What follows belongs to an exercise in optimizing a design on an open flow for small area and a short achievable clock period; a production flow would make more cautious choices. No run shown here included a check of the RTL's function; only the layout flow was run. Power figures rest on the tool's default switching activity, not on a simulated workload.

==> flow/design.v, too long to show whole: its modules and the start of the top module <==
// module fir_ntap_stream: 4141 lines
// module fir_fa: 10 lines
// module fir_ha: 9 lines
// module fir_ha_n: 9 lines
// module fir32_top: 33 lines
module fir32_top (
    input  logic        clk,
    input  logic        rst,
    input  logic        clear,
    input  logic        in_valid,
    input  logic [7:0]  xin,
    input  logic        coef_we,
    input  logic [4:0]  coef_addr,
    input  logic [7:0]  coef_data,
    output logic        out_valid,
    output logic [14:0] y,
    output logic        sat
);
  // ...
==> flow/run.sh <==
#!/bin/bash
# synth_recipe.tcl (not shown) runs the flow's synth.tcl, then flattens the netlist and writes it again
# the make line also repeats each setting of config.mk as NAME=value (left out here)
make -C /OpenROAD-flow-scripts/flow DESIGN_CONFIG=/design/flow/config.mk WORK_HOME=/design/flow/orfs CLKGATE_MAP_FILE= SYNTH_SCRIPT=/design/flow/synth_recipe.tcl finish
==> flow/config.mk <==
export PLATFORM = sky130hd
export DESIGN_NAME = fir32_top
export DESIGN_NICKNAME = fir32_top
export VERILOG_FILES = /design/flow/design.v
export SDC_FILE = /design/flow/constraint.sdc
export NUM_CORES = 4
export LEC_CHECK = 0
export CAP_MARGIN = 20
export CORE_MARGIN = 2
export CORE_UTILIZATION = 45
export SLEW_MARGIN = 20
export SYNTH_HIERARCHICAL = 1
==> flow/constraint.sdc <==
create_clock -name core_clock -period 11.0 [get_ports {clk}]
set_input_delay 2.2000 -clock core_clock [delete_from_list [all_inputs] [get_ports {clk}]]
set_output_delay 2.2000 -clock core_clock [all_outputs]
set_load 0.01 [all_outputs]
==> impl_metrics.py, run 1 <==
metrics = {
    "run_status": {
        "status": "timing/DRC/antenna clean",
    },
    "global_route": {
        "gr-usage-met2_pct": 58.9,
    },
    "synthesis": {
        "synthesis.area_sq_um": 73600,
        "synth_fa_ha_area_share_pct": 55.2,
        "yosys.area.top_type": "fa_1",
        "synth_cell_type_count": 56,
        "ys.flop_type": "dfrtp_1",
        "synth-async-reset-ratio_pct": 82.1,
    },
    "placed_design": {
        "post-place-cells": 7956,
        "place_ws_ns": 5.12,
        "io_buffers": 42,
    },
    "route": {
        "wl_per_cell_um": 42.5,
        "wl_met2_um": 144000,
        "vias_per_cell": 6.21,
        "drt-met1-wl_um": 135000,
    },
    "hold_path": {
        "min-delay-start": "u_fir.v1_q$_DFF_PN0_",
    },
    "cells_and_area": {
        "clock_area_share_pct": 3.53,
        "nFlopsAndLatches": 627,
        "n_all_inverters": 76,
        "layout_common_cells": "2082 x nand2_1, 2012 x fa_1, 483 x dfrtp_1, 269 x nor2_1, 258 x mux2i_1",
    },
    "die": {
        "die_h_um": 408,
        "taps": 2175,
        "core_sq_um": 163000,
    },
    "power_and_ir_drop": {
        "combinationalPowerShare_pct": 12.8,
        "combinationalPower_w": 0.000892,
    },
    "setup_path": {
        "cp_slowest_cell": "dfrtp_1",
        "worst-path-stages": 9,
        "r2r_slack_ns": 5.15,
    },
    "timing": {
        "maxSlewHeadroom_pct": 18.5,
        "rsz0062_at_grt": "false",
    },
}
==> run 2: changes to the inputs <==
--- a/flow/config.mk
+++ b/flow/config.mk
@@ -8,5 +8,5 @@
 export CAP_MARGIN = 20
 export CORE_MARGIN = 2
 export CORE_UTILIZATION = 45
-export SLEW_MARGIN = 20
+export SLEW_MARGIN = 70
 export SYNTH_HIERARCHICAL = 1
==> run 2 against run 1 <==
  * Non-clock buffer count increased by 56
  * Wire length rose by 0.15%
  * Still clean
  * Register-to-register slack improved by 0.48 ns
  * Clock power barely moved
  * Hold slack improved by 0.0018 ns
  * Critical path type unchanged
  * Combinational power rose by 4.7%
  * Clock skew fell by 0.015 ns
  * Critical endpoint is now u_fir.m_q[64]$_DFF_P_
  * Cell area increased by 2.0%
  * Critical path depth stayed put
  * First-iteration DRC count is 0.84% lower
  * Count of clock-buffer cells in the layout rose by 11
  * Largest power group unchanged
  * Area after synthesis stayed put
==> impl_metrics.py, run 2 <==
metrics = {
    "run_status": {
        "status": "timing/DRC/antenna clean",
    },
    "synthesis": {
        "synth_cell_type_count": 56,
        "yosys_warnings": 9,
        "yosys.area.top_type": "fa_1",
        "synth-edff-count": 0,
        "ys_top_cells_by_count": "2082 x nand2_1, 2012 x fa_1, 554 x clkbuf_1",
        "synth_area_leaders": "fa_1 55%, dfrtp_1 16%, nand2_1 11%",
        "ys_seq_area_share_pct": 20.6,
        "synth_compound_area_share_pct": 0.439,
        "yosysMostFrequentCell": "nand2_1",
        "synth_fa_ha_area_share_pct": 55.2,
        "muxShareOfSynthArea_pct": 7.49,
        "synthesis.area_sq_um": 73600,
        "synth_cells": 6329,
        "synth-async-reset-ratio_pct": 82.1,
        "synth_top_area_share_pct": 54.7,
        "ys_ff_latch": 627,
        "synth_xor_area_share_pct": 0.143,
        "synth_simple_gate_area_share_pct": 12.6,
        "ys.flop_type": "dfrtp_1",
        "syn_nets": 8392,
        "synth_top_family_by_area": "adder cells",
        "syn_avg_cell_area_sq_um": 11.6,
    },
    "cells_and_area": {
        "fin_nets": 7982,
        "reg_top3": "u_fir.c_q (256), u_fir.x_q (256), u_fir.m_q (96)",
        "final_common_cell": "nand2_1",
        "layout_common_cells": "2071 x nand2_1, 1950 x fa_1, 262 x nor2_1, 257 x mux2i_1, 252 x dfrtp_1",
        "synthToLayoutAreaGrowth_pct": 7.28,
        "drive_above_1_share_pct": 14.3,
    },
    "placed_design": {
        "io_buffers": 42,
        "hpwlAfterDp_um": 294000,
        "gp_congestion": 1.10,
    },
    "route": {
        "firstDrtPassIters": 7,
        "dr.first_iter.drc_count": 6827,
        "drt-total-wl_um": 345000,
        "vias": 50300,
        "wl_per_cell_um": 42.3,
        "drc": 0,
        "ant_nets": 0,
        "vias_per_cell": 6.16,
    },
    "die": {
        "rows": 148,
        "dieArea_sq_um": 167000,
        "start_util_pct": 45.3,
        "die_x_um": 408,
        "die_h_um": 408,
        "core_sq_um": 163000,
        "ios": 43,
    },
    "setup_path": {
        "cp-end-kind": "flop",
        "cp-start-kind": "flop",
        "r2r_slack_ns": 5.63,
        "crit_arrival_ns": 5.98,
        "crit_fanout": 10,
        "worst-setup-path-type": "reg2reg",
        "worst-endpoint-required_ns": 11.61,
    },
    "timing": {
        "post-route-period-util_pct": 48.8,
        "setup_viol": 0,
        "tightest_slew_ns": 0.495,
        "maxSlewHeadroom_pct": 67.0,
        "hold_viol_final": 0,
        "rsz0062_at_grt": "false",
        "post-route-min-period_ns": 5.37,
        "final.setup.tns_ns": 0,
        "max_freq_mhz": 186,
        "slew_viol_final": 0,
        "finClkSkew_ns": 0.0452,
    },
    "global_route": {
        "grt_pass1_wl_um": 471000,
        "grt_max_degree": 61,
        "track_usage_pct": 42.4,
        "grt_pass1_vias": 53000,
        "grt_antenna_before_repair": 9,
        "grt.overflow.total": 0,
    },
    "clock_network": {
        "htree_levels": 3,
        "clk_pin_slew_worst_paths_ns": 0.06,
        "numCtsBuffers": 80,
        "hold_buffers": 0,
        "clk_latency_ns": 0.75,
        "ctsResizeCount": 0,
        "cts_max_path_buffers": 3,
        "clock_sinks": 627,
        "postCtsSetupBuffers": 0,
        "cts-root-buf": "clkbuf_16",
        "cts_tree": "yes",
    },
    "power_and_ir_drop": {
        "power-per-cell-area_nw_per_um2": 89.0,
        "vdd_drop_max_mv": 0.136,
        "leakagePower_nw": 17.6,
        "power.total_w": 0.00703,
    },
    "hold_path": {
        "hp-class": "reg2reg",
    },
    "flow_run": {
        "cap_violations": 0,
    },
}
## run 2: cell counts after synthesis
No cell type changed its count.
## run 2: cell type report
cell class	instances	area, sq um
sequential	627	15500
multi-input combinational	5011	56100
tap	2175	2720
antenna	3	7.51
clock inverter	27	362
clock buffer	122	2410
inverter	76	285
fill	14600	83600
timing repair buffer	123	1540
## run 2: through the flow
step / std cells / worst slack, ns / cell area [sq um] / utilization (%) / hold WS, ns
after floorplan: 6329 / 6.13 / 73600 / - / 0.439
after global placement: 7956 / 4.70 / 74600 / 45.9 / 0.445
after detailed placement: 8011 / 5.67 / 76000 / 46.8 / 0.447
after CTS: 8160 / 5.65 / 78800 / 48.5 / 0.459
after global routing: 8161 / 5.51 / 78900 / 48.5 / 0.514
final: 8164 / 5.63 / 78900 / 48.6 / 0.458
## run 2: kinds of logic after synthesis
logic type,count (synthesis)
adders and majority gates,2037
xor gates and xnor gates,12
DFF,627
muxes,515
AOI/OAI and AO/OA,39
and+or+nand+nor,2408
buffers and inverters,691
## run 2: path summary, 6_finish.rpt
path / from / to / cells after the start
setup / recovery: u_fir.x_q[13][5]$_DFFE_PN0P_ / u_fir.m_q[64]$_DFF_P_ / 9
hold / removal: u_fir.v1_q$_DFF_PN0_ / u_fir.out_valid$_DFF_PN0_ / 1
setup reg to reg: u_fir.x_q[13][5]$_DFFE_PN0P_ / u_fir.m_q[64]$_DFF_P_ / 9
hold reg to reg: u_fir.v1_q$_DFF_PN0_ / u_fir.out_valid$_DFF_PN0_ / 1
max in group asynchronous: rst / u_fir.c_q[12][0]$_DFFE_PN1P_ / 8
min in group asynchronous: rst / u_fir.c_q[30][7]$_DFFE_PN0P_ / 1
## run 2: worst max-delay path, stage by stage, from the launching register on
cell	delay (ns)
dfrtp_1	0.62
nand2_1	0.15
fa_1	0.51
fa_1	0.57
fa_1	0.66
fa_1	0.81
fa_1	0.51
fa_1	0.45
fa_1	0.54
fa_1	0.43
## run 2: modules after synthesis (local to each module, per instance), excerpt
module / copies in the design / flops+latches / cell area [sq um] / cells
fir_ha_n: 9 / 0 / 27.5 / 5
fir_fa: 2012 / 0 / 20.0 / 1
## run 2: routing by layer
metal,track usage [%],part of all wire [%],up-vias
met5,0.345,0.022,-
met4,24.4,7.3,2
met3,12.0,12,628
met2,59.6,42,3553
met1,58.9,39,27800
li1,-,-,18300
## run 2: report_power, final
group,switching [W],internal [W],total (W)
clock,0.00117,0.00168,0.00285
sequential,0.000694,0.00255,0.00324
combinational,0.000523,0.000411,0.000934
total,0.00238,0.00464,0.00703
==> run 3: changes to the inputs <==
--- a/flow/config.mk
+++ b/flow/config.mk
@@ -8,5 +8,5 @@
 export CAP_MARGIN = 20
 export CORE_MARGIN = 2
 export CORE_UTILIZATION = 45
-export SLEW_MARGIN = 70
+export SLEW_MARGIN = 85
 export SYNTH_HIERARCHICAL = 1
==> run 3 against run 2 <==
  * Core utilization increased by 3.0 points
  * Highest routed layer unchanged
  * Final cell count increased by 1.9%
  * Die area unchanged
  * Via count increased by 2.0%
==> impl_metrics.py, run 3 <==
metrics = {
    "run_status": {
        "status": "timing/DRC/antenna clean",
    },
    "setup_path": {
        "cp-start-kind": "flop",
        "r2r_cells": 10,
        "critical_path.cell_chain": "buf_6, nand2_1, fa_4, fa_4, fa_4, fa_1, fa_1, fa_1, fa_1, fa_1",
        "cp-end-kind": "flop",
        "worst-setup-path-type": "reg2reg",
        "r2r_start": "u_fir.x_q[2][1]$_DFFE_PN0P_",
        "r2r_slack_ns": 5.39,
        "max_stage_delay_ns": 0.84,
        "crit_top_cell": "fa_1",
        "cp_slowest_cell": "fa_4",
        "crit_fanout": 8,
        "regToRegEndpoint": "u_fir.m_q[20]$_DFF_P_",
        "worst-endpoint-required_ns": 11.62,
        "crit_arrival_ns": 6.23,
    },
    "clock_network": {
        "clk_pin_slew_worst_paths_ns": 0.06,
        "ctsResizeCount": 0,
        "postCtsSetupBuffers": 0,
        "clk_latency_ns": 0.75,
        "cts_tree": "yes",
        "numCtsBuffers": 81,
        "htree_levels": 3,
        "clock_sinks": 627,
        "cts-root-buf": "clkbuf_16",
        "cts_max_path_buffers": 3,
        "hold_buffers": 0,
    },
    "synthesis": {
        "ys_seq_area_share_pct": 20.6,
        "synth_top_area_share_pct": 54.7,
        "muxShareOfSynthArea_pct": 7.49,
        "synth_cells": 6329,
        "synth_compound_area_share_pct": 0.439,
        "synth_top_family_by_area": "adder cells",
        "synthesis.area_sq_um": 73600,
        "syn_nets": 8392,
        "synth_simple_gate_area_share_pct": 12.6,
        "synth-edff-count": 0,
        "syn_avg_cell_area_sq_um": 11.6,
        "synth-async-reset-ratio_pct": 82.1,
        "synth_area_leaders": "fa_1 55%, dfrtp_1 16%, nand2_1 11%",
        "yosysMostFrequentCell": "nand2_1",
        "synth_cell_type_count": 56,
        "yosys.area.top_type": "fa_1",
        "ys_ff_latch": 627,
        "yosys_warnings": 9,
        "synth_xor_area_share_pct": 0.143,
        "ys.flop_type": "dfrtp_1",
        "ys_top_cells_by_count": "2082 x nand2_1, 2012 x fa_1, 554 x clkbuf_1",
        "synth_fa_ha_area_share_pct": 55.2,
    },
    "route": {
        "vias_per_cell": 6.17,
        "dr.first_iter.drc_count": 6719,
        "wl_per_cell_um": 41.9,
        "drc": 0,
        "firstDrtPassIters": 6,
        "drt-total-wl_um": 349000,
        "ant_nets": 0,
        "vias": 51300,
    },
    "timing": {
        "hold_viol_final": 0,
        "tightest_slew_ns": 0.273,
        "max_freq_mhz": 178,
        "maxSlewHeadroom_pct": 81.8,
        "post-route-min-period_ns": 5.61,
        "rsz0062_at_grt": "false",
        "setup_viol": 0,
        "postLayoutSetupSlackWorst_ns": 5.39,
        "final.setup.tns_ns": 0,
        "finClkSkew_ns": 0.0404,
        "post-route-period-util_pct": 51.0,
        "slew_viol_final": 0,
    },
    "hold_path": {
        "min_path_cells": 1,
        "hp-class": "reg2reg",
        "hold_path_end": "u_fir.out_valid$_DFF_PN0_",
        "min-delay-start": "u_fir.v1_q$_DFF_PN0_",
    },
    "cells_and_area": {
        "multiInputGateArea_sq_um": 58200,
        "drive_above_1_share_pct": 27.4,
        "reg_top3": "u_fir.c_q (256), u_fir.x_q (256), u_fir.m_q (96)",
        "final_common_cell": "nand2_1",
        "layout_common_cells": "2066 x nand2_1, 1539 x fa_1, 370 x dfrtp_4, 366 x fa_2, 259 x nor2_1",
        "nFillCells": 14100,
        "regArea_sq_um": 16800,
        "utilization_pct": 51.5,
        "synthToLayoutAreaGrowth_pct": 13.8,
        "fin_nets": 8134,
        "final_area_sq_um": 83800,
    },
    "power_and_ir_drop": {
        "p_seq_share_pct": 45.9,
        "power-per-cell-area_nw_per_um2": 86.6,
        "combinationalPowerShare_pct": 14.5,
        "power.switching_w": 0.00247,
        "cell_internal_pwr_w": 0.00478,
        "clockPowerShare_pct": 39.6,
        "leakagePower_nw": 18.9,
        "power.total_w": 0.00725,
        "switching_share_pct": 34.0,
        "vdd_drop_max_mv": 0.125,
    },
    "global_route": {
        "grt.overflow.total": 0,
        "track_usage_pct": 42.7,
        "grt_pass1_vias": 54100,
        "grt_antenna_before_repair": 20,
        "grt_pass1_wl_um": 477000,
        "grt_max_degree": 34,
    },
    "die": {
        "rows": 148,
        "core_sq_um": 163000,
        "die_x_um": 408,
        "start_util_pct": 45.3,
        "die_h_um": 408,
        "ios": 43,
        "dieArea_sq_um": 167000,
    },
    "placed_design": {
        "hpwlAfterDp_um": 299000,
        "gp_congestion": 1.10,
        "dpl_cell_area_sq_um": 80300,
        "io_buffers": 42,
        "place_ws_ns": 5.40,
    },
    "flow_run": {
        "cap_violations": 0,
    },
}
==> run 3: cell counts after synthesis <==
Identical to the previous run, type by type.
==> run 3: final cells by class <==
class	instances	share of cell area, %
Antenna cell	2	0.00598
Clock buffer	109	2.77
Clock inverter	42	0.577
Inverter	76	0.341
Multi-Input combinational cell	5011	69.5
Sequential cell	627	20.0
Tap cell	2175	3.25
Timing Repair Buffer	274	3.51
==> run 3: critical path, delay by kind of cell (launching register included) <==
family / cells / cell delay [ns]
buffers and inverters: 1 / 0.18
flip-flops: 1 / 0.55
adder cells (fa/ha/maj): 8 / 4.65
AND/OR/NAND/NOR: 1 / 0.08
==> run 3: power groups by stage <==
stage	clock network [W]	logic (W)	registers, W
floorplan	0	0.000911	0.00264
global placement	0	0.000863	0.00325
detailed placement	0	0.00101	0.00332
CTS	0.00291	0.00102	0.00327
global route	0.00299	0.00111	0.00335
finish	0.00287	0.00105	0.00332
==> run 3: stage by stage <==
stage | std cells | hold WS [ns]
after floorplan | 6329 | 0.439
after global placement | 7956 | 0.445
after detailed placement | 8151 | 0.452
after CTS | 8302 | 0.465
after global routing | 8314 | 0.515
final | 8316 | 0.461
==> run 3: kinds of logic after synthesis <==
logic type,after synthesis
AOI/OAI and AO/OA,39
and+or+nand+nor,2408
buffers and inverters,691
muxes,515
adders and majority gates,2037
DFF,627
xor gates and xnor gates,12
==> run 3: Yosys stat by module (local to each module, per instance), excerpt <==
| module | copies in the design | flip-flops and latches | cells |
|---|---|---|---|
| fir_ha_n | 9 | 0 | 5 |
| fir_fa | 2012 | 0 | 1 |
==> run 3: worst max-delay path by stage <==
stage / cells after the start / start / end
6_report: 10 / u_fir.x_q[2][1]$_DFFE_PN0P_ / u_fir.m_q[20]$_DFF_P_
5_1_grt: 10 / u_fir.x_q[2][1]$_DFFE_PN0P_ / u_fir.m_q[20]$_DFF_P_
4_1_cts: 10 / u_fir.x_q[2][1]$_DFFE_PN0P_ / u_fir.m_q[20]$_DFF_P_
3_5_place_dp: 9 / u_fir.c_q[29][0]$_DFFE_PN1P_ / u_fir.m_q[20]$_DFF_P_
3_3_place_gp: 5 / coef_addr[0] / u_fir.c_q[29][6]$_DFFE_PN0P_
2_1_floorplan: 10 / u_fir.c_q[13][0]$_DFFE_PN1P_ / u_fir.m_q[20]$_DFF_P_
==> run 3: per-layer routing <==
metal | routed length, um | vias up | global-route usage [%]
li1 | - | 18600 | -
met1 | 137000 | 28500 | 59.9
met2 | 149000 | 3601 | 61.4
met3 | 38200 | 660 | 11.1
met4 | 24000 | 20 | 22.2
met5 | 138 | - | 0

[what the ideal ports hide]
The flow's constraints put no driver on any port. The routed layouts listed below were extracted and timed again, unchanged, in two steps.
Step 1 (the two cells are an assumption about what drives the block):
set clk [get_ports {clk}]
set_driving_cell -lib_cell sky130_fd_sc_hd__clkbuf_16 $clk
set_driving_cell -lib_cell sky130_fd_sc_hd__buf_2 [delete_from_list [all_inputs] $clk]
Step 2, shift: input delay + t, output delay - t, t = (earliest + latest rising clock arrival at the registers) / 2. This alone moves slack from input paths to output paths.
Slacks: ideal ports / drivers / drivers and shift; pairs: ideal ports / drivers.
| run | shift t [ns] | setup WS [ns] | worst hold slack (ns) | worst setup path after step 2 | pins driven straight from the clock port |
|---|---|---|---|---|---|
| run 1 | 0.830 | 5.153 / 5.153 / 4.863 | 0.456 / 0.456 / 0.456 | input to register | 1 |
| run 2 | 0.812 | 5.630 / 5.630 / 5.630 | 0.458 / 0.458 / 0.458 | register to register | 1 |
| run 3 | 0.817 | 5.392 / 5.392 / 5.392 | 0.461 / 0.461 / 0.461 | register to register | 1 |
After both steps every run listed still meets setup and hold. For run 1, which loses most, drivers alone change the setup slack by 0.000 ns; drivers and shift together by -0.290 ns.
